Background: an optimization exercise with open tools, aiming at small area. Do not read the settings as production practice. Function not checked in this run: the RTL went through the layout flow alone. Power figures rest on the tool's default switching activity, not on a simulated workload.

### design/flow/design.v
package tiny45_pkg;
    localparam int num_regs      = 16;
    localparam int reg_addr_bits = $clog2(num_regs);
    localparam int counter_bits  = 3;
    typedef logic [3:0] nibble_t;
    typedef logic [3:0] alu_op_t;
    localparam alu_op_t alu_add = 4'b0000;
    localparam alu_op_t alu_sub = 4'b1000;
    localparam alu_op_t alu_slt = 4'b0010;
    localparam alu_op_t alu_xor = 4'b0100;
    localparam alu_op_t alu_or  = 4'b0110;
    localparam alu_op_t alu_and = 4'b0111;
    localparam logic [6:0] op_load    = 7'b0000011;
    localparam logic [6:0] op_store   = 7'b0100011;
    localparam logic [6:0] op_alu_imm = 7'b0010011;
    localparam logic [6:0] op_alu_reg = 7'b0110011;
    localparam logic [6:0] op_lui     = 7'b0110111;
    localparam logic [6:0] op_auipc   = 7'b0010111;
endpackage
module tiny45_alu (
    input  tiny45_pkg::alu_op_t alu_op,
    input  tiny45_pkg::nibble_t a,
    input  tiny45_pkg::nibble_t b,
    input  logic                cy_in,
    input  logic                cmp_in,
    output tiny45_pkg::nibble_t result,
    output logic                cy_out,
    output logic                cmp_out
);
    tiny45_pkg::nibble_t    b_eff;
    logic [4:0] sum;
    logic       is_slt;
    logic       lt_unsigned;
    assign is_slt = alu_op[3:1] == tiny45_pkg::alu_slt[3:1];
    assign b_eff  = alu_op[3] ? ~b : b;
    assign sum    = {1'b0, a} + {1'b0, b_eff} + {4'b0000, cy_in};
    assign cy_out = sum[4];
    assign lt_unsigned = (a < b) || ((a == b) && cmp_in);
    always_comb begin
        if (is_slt && !alu_op[0] && (a[3] != b[3])) begin
            cmp_out = a[3];                          
        end else begin
            cmp_out = lt_unsigned;
        end
    end
    always_comb begin
        case (alu_op[2:0])
            tiny45_pkg::alu_xor[2:0]: result = a ^ b;
            tiny45_pkg::alu_or[2:0]:  result = a | b;
            tiny45_pkg::alu_and[2:0]: result = a & b;
            default:      result = sum[3:0];         
        endcase
    end
endmodule
module tiny45_registers #(
    parameter int num_regs = tiny45_pkg::num_regs
) (
    input  logic                                 clk,
    input  logic                                 rstn,
    input  logic                                 wr_en,
    input  logic [tiny45_pkg::counter_bits-1:0]  counter,
    input  logic [tiny45_pkg::reg_addr_bits-1:0] rs1,
    input  logic [tiny45_pkg::reg_addr_bits-1:0] rs2,
    input  logic [tiny45_pkg::reg_addr_bits-1:0] rd,
    input  tiny45_pkg::nibble_t                  data_rd,
    output tiny45_pkg::nibble_t                  data_rs1,
    output tiny45_pkg::nibble_t                  data_rs2
);
    logic [31:0] regs [num_regs];
    logic        wr_pass;                            
    logic        wr_ok;
    assign wr_ok = wr_en && (counter == '0 || wr_pass);
    always_ff @(posedge clk) begin
        if (!rstn) begin
            wr_pass <= 1'b0;
        end else begin
            wr_pass <= wr_ok && counter != '1;
        end
    end
    always_ff @(posedge clk) begin
        if (!rstn) begin
            for (int i = 0; i < num_regs; i++) begin
                regs[i] <= '0;
            end
        end else begin
            regs[0] <= '0;                           
            for (int i = 1; i < num_regs; i++) begin
                if (wr_ok && int'(rd) == i) begin
                    regs[i] <= {data_rd, regs[i][31:4]};
                end else begin
                    regs[i] <= {regs[i][3:0], regs[i][31:4]};
                end
            end
        end
    end
    assign data_rs1 = regs[rs1][3:0];
    assign data_rs2 = regs[rs2][3:0];
endmodule
module tiny45_decoder (
    input  logic                                 clk,
    input  logic                                 rstn,
    input  logic [31:0]                          instr,
    input  logic                                 instr_complete,
    output logic                                 is_load,
    output logic                                 is_store,
    output logic                                 is_alu_imm,
    output logic                                 is_alu_reg,
    output logic                                 is_lui,
    output logic                                 is_auipc,
    output tiny45_pkg::alu_op_t                  alu_op,
    output logic [tiny45_pkg::reg_addr_bits-1:0] rs1,
    output logic [tiny45_pkg::reg_addr_bits-1:0] rs2,
    output logic [tiny45_pkg::reg_addr_bits-1:0] rd,
    output logic [tiny45_pkg::counter_bits-1:0]  counter,
    output tiny45_pkg::nibble_t                  imm,
    output tiny45_pkg::nibble_t                  pc
);
    logic [6:0]  opcode;
    logic [2:0]  funct3;
    logic [31:0] imm_word;
    logic [31:0] pc_word;
    assign opcode = instr[6:0];
    assign funct3 = instr[14:12];
    assign is_load    = opcode == tiny45_pkg::op_load;
    assign is_store   = opcode == tiny45_pkg::op_store;
    assign is_alu_imm = opcode == tiny45_pkg::op_alu_imm;
    assign is_alu_reg = opcode == tiny45_pkg::op_alu_reg;
    assign is_lui     = opcode == tiny45_pkg::op_lui;
    assign is_auipc   = opcode == tiny45_pkg::op_auipc;
    assign rs1 = instr[15 +: tiny45_pkg::reg_addr_bits];
    assign rs2 = instr[20 +: tiny45_pkg::reg_addr_bits];
    assign rd  = instr[7 +: tiny45_pkg::reg_addr_bits];
    always_comb begin
        alu_op = tiny45_pkg::alu_add;                            
        if (is_alu_imm || is_alu_reg) begin
            alu_op = {1'b0, funct3};
            if (is_alu_reg && instr[30] && funct3 == 3'b000) begin
                alu_op = tiny45_pkg::alu_sub;                    
            end
        end
    end
    always_comb begin
        if (is_store) begin
            imm_word = {{20{instr[31]}}, instr[31:25], instr[11:7]};
        end else if (is_lui || is_auipc) begin
            imm_word = {instr[31:12], 12'h000};
        end else begin
            imm_word = {{20{instr[31]}}, instr[31:20]};
        end
    end
    assign imm = imm_word[{counter, 2'b00} +: 4];
    assign pc  = pc_word[{counter, 2'b00} +: 4];
    always_ff @(posedge clk) begin
        if (!rstn) begin
            counter <= '0;
        end else begin
            counter <= counter + 1'b1;               
        end
    end
    always_ff @(posedge clk) begin
        if (!rstn) begin
            pc_word <= '0;
        end else if (instr_complete) begin
            pc_word <= pc_word + 32'd4;              
        end
    end
endmodule
module tiny45_core (
    input  logic                                 clk,
    input  logic                                 rstn,
    input  logic                                 is_load,
    input  logic                                 is_store,
    input  logic                                 is_alu_imm,
    input  logic                                 is_alu_reg,
    input  logic                                 is_lui,
    input  logic                                 is_auipc,
    input  tiny45_pkg::alu_op_t                  alu_op,
    input  logic [tiny45_pkg::reg_addr_bits-1:0] rs1,
    input  logic [tiny45_pkg::reg_addr_bits-1:0] rs2,
    input  logic [tiny45_pkg::reg_addr_bits-1:0] rd,
    input  logic [tiny45_pkg::counter_bits-1:0]  counter,
    input  tiny45_pkg::nibble_t                  imm,
    input  tiny45_pkg::nibble_t                  pc,
    input  tiny45_pkg::nibble_t                  data_in,
    input  logic                                 load_data_ready,
    output logic [31:0]                          data_out,
    output logic                                 address_ready,
    output logic                                 store_data_ready,
    output logic                                 instr_complete
);
    tiny45_pkg::nibble_t     data_rs1;
    tiny45_pkg::nibble_t     data_rs2;
    tiny45_pkg::nibble_t     data_rd;
    logic        wr_en;
    tiny45_pkg::nibble_t     alu_a;
    tiny45_pkg::nibble_t     alu_b;
    tiny45_pkg::nibble_t     alu_out;
    tiny45_pkg::alu_op_t     alu_op_slice;
    logic        cy;
    logic        cmp;
    logic        cy_in;
    logic        cmp_in;
    logic        cy_out;
    logic        cmp_out;
    logic        last_count;
    logic        is_alu;
    logic        is_slt;
    logic [1:0]  cycle;                              
    logic        load_done;
    logic [31:0] out_word;
    tiny45_pkg::nibble_t     shift_in;
    tiny45_registers #(.num_regs(tiny45_pkg::num_regs)) u_registers (
        .clk      (clk),
        .rstn     (rstn),
        .wr_en    (wr_en),
        .counter  (counter),
        .rs1      (rs1),
        .rs2      (rs2),
        .rd       (rd),
        .data_rd  (data_rd),
        .data_rs1 (data_rs1),
        .data_rs2 (data_rs2)
    );
    assign last_count = counter == '1;
    assign is_alu     = is_alu_imm || is_alu_reg;
    assign is_slt     = is_alu && alu_op[3:1] == tiny45_pkg::alu_slt[3:1];
    assign alu_a  = is_auipc ? pc : data_rs1;
    assign alu_b  = is_alu_reg ? data_rs2 : imm;
    assign cy_in  = (counter == '0) ? alu_op[3] : cy;
    assign cmp_in = (counter == '0) ? 1'b0 : cmp;
    assign alu_op_slice = (is_slt && !last_count) ? {alu_op[3:1], 1'b1} : alu_op;
    tiny45_alu u_alu (
        .alu_op  (alu_op_slice),
        .a       (alu_a),
        .b       (alu_b),
        .cy_in   (cy_in),
        .cmp_in  (cmp_in),
        .result  (alu_out),
        .cy_out  (cy_out),
        .cmp_out (cmp_out)
    );
    always_ff @(posedge clk) begin
        cy  <= cy_out;
        cmp <= cmp_out;
    end
    always_comb begin
        wr_en   = 1'b0;
        data_rd = alu_out;
        if (is_slt) begin
            wr_en   = cycle == 2'd1;
            data_rd = (counter == '0) ? {3'b000, cmp} : 4'h0;
        end else if (is_alu || is_auipc) begin
            wr_en = cycle == 2'd0;
        end else if (is_lui) begin
            wr_en   = cycle == 2'd0;
            data_rd = imm;
        end else if (is_load) begin
            wr_en   = load_data_ready && cycle != 2'd0;
            data_rd = data_in;
        end
    end
    always_ff @(posedge clk) begin
        if (!rstn) begin
            cycle <= '0;
        end else if (last_count) begin
            if (instr_complete) begin
                cycle <= '0;
            end else if (cycle != 2'd3) begin
                cycle <= cycle + 2'd1;
            end
        end
    end
    always_ff @(posedge clk) begin
        if (!rstn) begin
            load_done <= 1'b0;
        end else if (counter == '0) begin
            load_done <= load_data_ready;            
        end
    end
    assign shift_in = (cycle == 2'd0) ? alu_out : data_rs2;
    always_ff @(posedge clk) begin
        out_word <= {shift_in, out_word[31:4]};
    end
    always_comb begin
        instr_complete = 1'b0;
        if (last_count) begin
            if (is_slt) begin
                instr_complete = cycle == 2'd1;
            end else if (is_alu || is_auipc || is_lui) begin
                instr_complete = 1'b1;
            end else if (is_store) begin
                instr_complete = cycle == 2'd1;
            end else if (is_load) begin
                instr_complete = load_done && cycle != 2'd0;
            end else begin
                instr_complete = 1'b1;               
            end
        end
    end
    assign data_out         = out_word;
    assign address_ready    = last_count && cycle == 2'd0 && (is_load || is_store);
    assign store_data_ready = last_count && cycle == 2'd1 && is_store;
endmodule
module tiny45_top (
    input  logic                clk,
    input  logic                rstn,
    input  logic [31:0]         instr,
    input  tiny45_pkg::nibble_t data_in,
    input  logic                load_data_ready,
    output logic                instr_complete,
    output logic [31:0]         data_out,
    output logic                address_ready,
    output logic                store_data_ready
);
    logic                     is_load;
    logic                     is_store;
    logic                     is_alu_imm;
    logic                     is_alu_reg;
    logic                     is_lui;
    logic                     is_auipc;
    tiny45_pkg::alu_op_t                  alu_op;
    logic [tiny45_pkg::reg_addr_bits-1:0] rs1;
    logic [tiny45_pkg::reg_addr_bits-1:0] rs2;
    logic [tiny45_pkg::reg_addr_bits-1:0] rd;
    logic [tiny45_pkg::counter_bits-1:0]  counter;
    tiny45_pkg::nibble_t                  imm;
    tiny45_pkg::nibble_t                  pc;
    tiny45_decoder u_decoder (
        .clk            (clk),
        .rstn           (rstn),
        .instr          (instr),
        .instr_complete (instr_complete),
        .is_load        (is_load),
        .is_store       (is_store),
        .is_alu_imm     (is_alu_imm),
        .is_alu_reg     (is_alu_reg),
        .is_lui         (is_lui),
        .is_auipc       (is_auipc),
        .alu_op         (alu_op),
        .rs1            (rs1),
        .rs2            (rs2),
        .rd             (rd),
        .counter        (counter),
        .imm            (imm),
        .pc             (pc)
    );
    tiny45_core u_core (
        .clk              (clk),
        .rstn             (rstn),
        .is_load          (is_load),
        .is_store         (is_store),
        .is_alu_imm       (is_alu_imm),
        .is_alu_reg       (is_alu_reg),
        .is_lui           (is_lui),
        .is_auipc         (is_auipc),
        .alu_op           (alu_op),
        .rs1              (rs1),
        .rs2              (rs2),
        .rd               (rd),
        .counter          (counter),
        .imm              (imm),
        .pc               (pc),
        .data_in          (data_in),
        .load_data_ready  (load_data_ready),
        .data_out         (data_out),
        .address_ready    (address_ready),
        .store_data_ready (store_data_ready),
        .instr_complete   (instr_complete)
    );
endmodule
### design/flow/run.sh
#!/bin/bash
# synth_recipe.tcl (not shown) runs the flow's synth.tcl, then flattens the netlist and writes it again
# the make line also repeats each setting of config.mk as NAME=value (left out here)
make -C /OpenROAD-flow-scripts/flow DESIGN_CONFIG=/design/flow/config.mk WORK_HOME=/design/flow/orfs CLKGATE_MAP_FILE= SYNTH_SCRIPT=/design/flow/synth_recipe.tcl finish
### design/flow/config.mk
export PLATFORM = sky130hd
export DESIGN_NAME = tiny45_top
export DESIGN_NICKNAME = tiny45_top
export VERILOG_FILES = /design/flow/design.v
export SDC_FILE = /design/flow/constraint.sdc
export NUM_CORES = 4
export LEC_CHECK = 0
export CAP_MARGIN = 20
export CORE_MARGIN = 2
export CORE_UTILIZATION = 40
export SLEW_MARGIN = 20
### design/flow/constraint.sdc
create_clock -name core_clock -period 10.0 [get_ports {clk}]
set_input_delay 2.0000 -clock core_clock [delete_from_list [all_inputs] [get_ports {clk}]]
set_output_delay 2.0000 -clock core_clock [all_outputs]
set_load 0.01 [all_outputs]
==> flow_metrics.env <==
export IMPL_yosys_area_top_type="dfxtp_1"
export IMPL_pin_count=74
export IMPL_final_common_cell="dfxtp_1"
export IMPL_grt_overflow=0
export IMPL_htree_num_levels=2
export IMPL_grt_pass1_wl_microns=68800
export IMPL_first_iter_violations=947
export IMPL_synth_top_flop_cell="dfxtp_1"
export IMPL_leakagePower_nw=8.64
export IMPL_core_area_sq_um=47500
export IMPL_rr_startpoint="u_decoder.counter[1]$_SDFF_PN0_"
export IMPL_start_util=0.403
export IMPL_cts_made_buffers=55
export IMPL_die_w_microns=223
export IMPL_period_share=0.671
export IMPL_fillCellCount=4411
export IMPL_peakVddDrop_mv=0.131
export IMPL_num_antenna_cells=0
export IMPL_postRouteAntennaNets=0
export IMPL_status="finished clean"
export IMPL_cts_resized=0
export IMPL_min_path_type="reg -> reg"
export IMPL_first_pass_iters=5
export IMPL_drv_cap=0
export IMPL_yosysTopAreaCellShare=0.576
export IMPL_fin_crit_ns=6.71
export IMPL_cp_num_buf_inv=3
export IMPL_cts_tree="built"
export IMPL_gp_congestion=0.871
export IMPL_ys_seq_area_frac=0.576
export IMPL_whs_ns=0.344
export IMPL_critical_path_required_ns=8.00
export IMPL_syn_nets=1882
export IMPL_grt_max_degree=164
export IMPL_cpMaxStageDelayCell="and4bb_1"
export IMPL_synthTopCellsByArea="dfxtp_1, and2_1, a21oi_1, nand2_1, clkbuf_1"
export IMPL_async_flop_share=0
export IMPL_dp_cells=2414
export IMPL_grt_usage=0.178
export IMPL_clk_latency_ns=0.61
export IMPL_fin_area_sq_um=22200
export IMPL_ys_ff_latch=551
export IMPL_fp_dieArea_sq_um=49600
export IMPL_fin_util=0.467
export IMPL_path_cells="clkdlybuf4s50_1 > and4bb_1 > nand2_1 > o21ai_0 > inv_1 > clkdlybuf4s50_1"
export IMPL_cp_top_family="simple AND/OR/NAND/NOR gates"
export IMPL_drive_gt1_frac=0.0868
export IMPL_dp_hpwl_microns=29400
export IMPL_post_dp_cell_area_sq_um=20300
export IMPL_cp_end_kind="primary output"
export IMPL_die_h_microns=223
export IMPL_synth_edf_count=0
export IMPL_crit_top_cell="clkdlybuf4s50_1"
export IMPL_fin_cells=2515
export IMPL_cts_sinks=551
export IMPL_avgRoutedWirePerCell_microns=17.5
export IMPL_finalSetupViolations=0
export IMPL_worst_pin_slew_ns=1.12
export IMPL_yosysWarnings=5
export IMPL_path_class="in -> out"
export IMPL_drv_slew=0
export IMPL_num_rows=80
export IMPL_skew_ns=0.0106
export IMPL_antenna_found_initial=4
export IMPL_rsz0062_at_grt="false"
export IMPL_syn_cell_area_sq_um=19200
export IMPL_drc=0
export IMPL_startpoint="instr[1]"
export IMPL_power_density_nw_per_um2=211
export IMPL_dpl_worst_slack_ns=3.22
export IMPL_io_buffer_count=73
export IMPL_fmax_ghz=0.149
export IMPL_vias_per_cell=5.01
export IMPL_layout_common_cells="dfxtp_1, and2_1, nand2_1, clkdlybuf4s50_1, nor2_1"
export IMPL_hp_start="u_core.out_word[21]$_DFF_P_"
export IMPL_path_max_fanout=18
export IMPL_clockRootBuffer="clkbuf_16"
export IMPL_finalPower_mw=4.68
export IMPL_hold_violations=0
export IMPL_arrival_ns=4.71
export IMPL_clk_pin_slew_ns=0.06
export IMPL_postCtsHoldBufs=0
export IMPL_setup_slack_ns=3.29
export IMPL_synth_cell_types=85
export IMPL_finalNetCount=1919
export IMPL_slew_headroom=0.253
export IMPL_ctsLongestPathBuffers=3
export IMPL_num_vias=12600
export IMPL_post_cts_buffers=0
export IMPL_startpoint_type="input pin"
export IMPL_slowest_delay_ns=0.68
export IMPL_synthCells=1819
export IMPL_areaGrowthSynthToFinish_pct=15.9
export IMPL_first_global_vias=12000
export IMPL_routed_wirelength_microns=44000
export IMPL_avgSynthCellArea_sq_um=10.5
export IMPL_final_setup_tns_ns=0
## logic make-up (layout without fill, tap and decap cells)
family	after synthesis	after routing	share of synthesized area
compound gates	255	255	0.0856
mux	47	47	0.0326
simple gates	778	778	0.247
buf+inv	135	216	0.0295
fa+ha+maj	24	24	0.0165
flops	551	551	0.576
xor+xnor	29	29	0.0133
## registers in the layout (all words and copies together), names as in the netlist
signal / cells
u_core.u_registers.regs: 480
u_core.out_word: 32
u_decoder.pc_word: 30
u_decoder.counter: 3
u_core.cycle: 2
u_core.cmp: 1
u_core.cy: 1
u_core.load_done: 1
u_core.u_registers.wr_pass: 1
## cell type report
class | instances | area, sq um | share of cell area
clock buffers | 77 | 1570 | 0.0707
clock inverters | 24 | 299 | 0.0135
inverters | 26 | 97.6 | 0.00440
multi-input cells | 1133 | 7570 | 0.341
flip-flops and latches | 551 | 11000 | 0.497
well taps | 615 | 769 | 0.0347
repair buffers | 89 | 860 | 0.0387
## metal layers
layer	vias to the layer above	share of wire	GRT usage
met4	8	0.031	0.0602
met3	108	0.057	0.0421
li1	6173	-	-
met2	305	0.44	0.269
met5	-	0.0011	0
met1	6001	0.47	0.249
## cell usage after synthesis (4+ instances only)
cell type,number
a211oi_1,11
a21o_1,8
a21oi_1,66
a22o_1,4
a22oi_1,10
a2bb2oi_1,5
a311oi_1,4
a31oi_1,11
and2_1,428
and3_1,11
and3b_1,4
buf_1,9
buf_2,18
clkbuf_1,79
dfxtp_1,551
ha_1,22
inv_1,24
mux2_2,13
mux2i_1,23
mux4_2,11
nand2_1,81
nand2b_1,7
nand3_1,39
nand3b_1,22
nand4_1,10
nor2_1,71
nor2b_1,20
nor3_1,27
nor3_4,9
nor3b_1,4
nor4_1,5
nor4_4,6
o211ai_1,6
o21ai_0,40
o21ai_1,28
o22ai_1,22
or3_1,9
xnor2_1,21
xor2_1,8
## final timing paths
kind | to | slack, ns | depth (start not counted)
setup / recovery | instr_complete | 3.29 | 6
hold / removal | u_core.out_word[17]$_DFF_P_ | 0.34 | 0
setup reg to reg | u_core.u_registers.regs[6][28]$_SDFF_PN0_ | 5.24 | 12
hold reg to reg | u_core.out_word[17]$_DFF_P_ | 0.34 | 0
## power by group
| group | switching [mW] | internal [mW] | total (mW) |
|---|---|---|---|
| Sequential | 0.0238 | 2.24 | 2.27 |
| Combinational | 0.197 | 0.148 | 0.345 |
| Clock | 0.843 | 1.23 | 2.07 |
| Total | 1.06 | 3.62 | 4.68 |

==> what the ideal ports hide <==
In the flow no input, the clock included, has a driving cell. The finished layout below was timed again as built, in two steps.
Step 1, drivers: a clkbuf_16 drives clk and a buf_2 each remaining input, both assumed.
Step 2 adds t to the input delays and takes it off the output delays; t is the mean of the earliest and latest rising clock arrival at the registers after step 1. Input paths then give back, and output paths get back, about the clock's delay inside the block.
a / b / c = no drivers / after step 1 / after step 2; a / b = the first two.
t (ns): 0.658
setup WS [ns]: 3.288 / 3.263 / 3.091
worst setup path at the end: input to register
worst register clock-pin slew, ns: 0.06 / 0.06
After both steps this run still meets setup and hold. For this run, drivers alone change the setup slack by -0.025 ns; drivers and shift together by -0.197 ns.
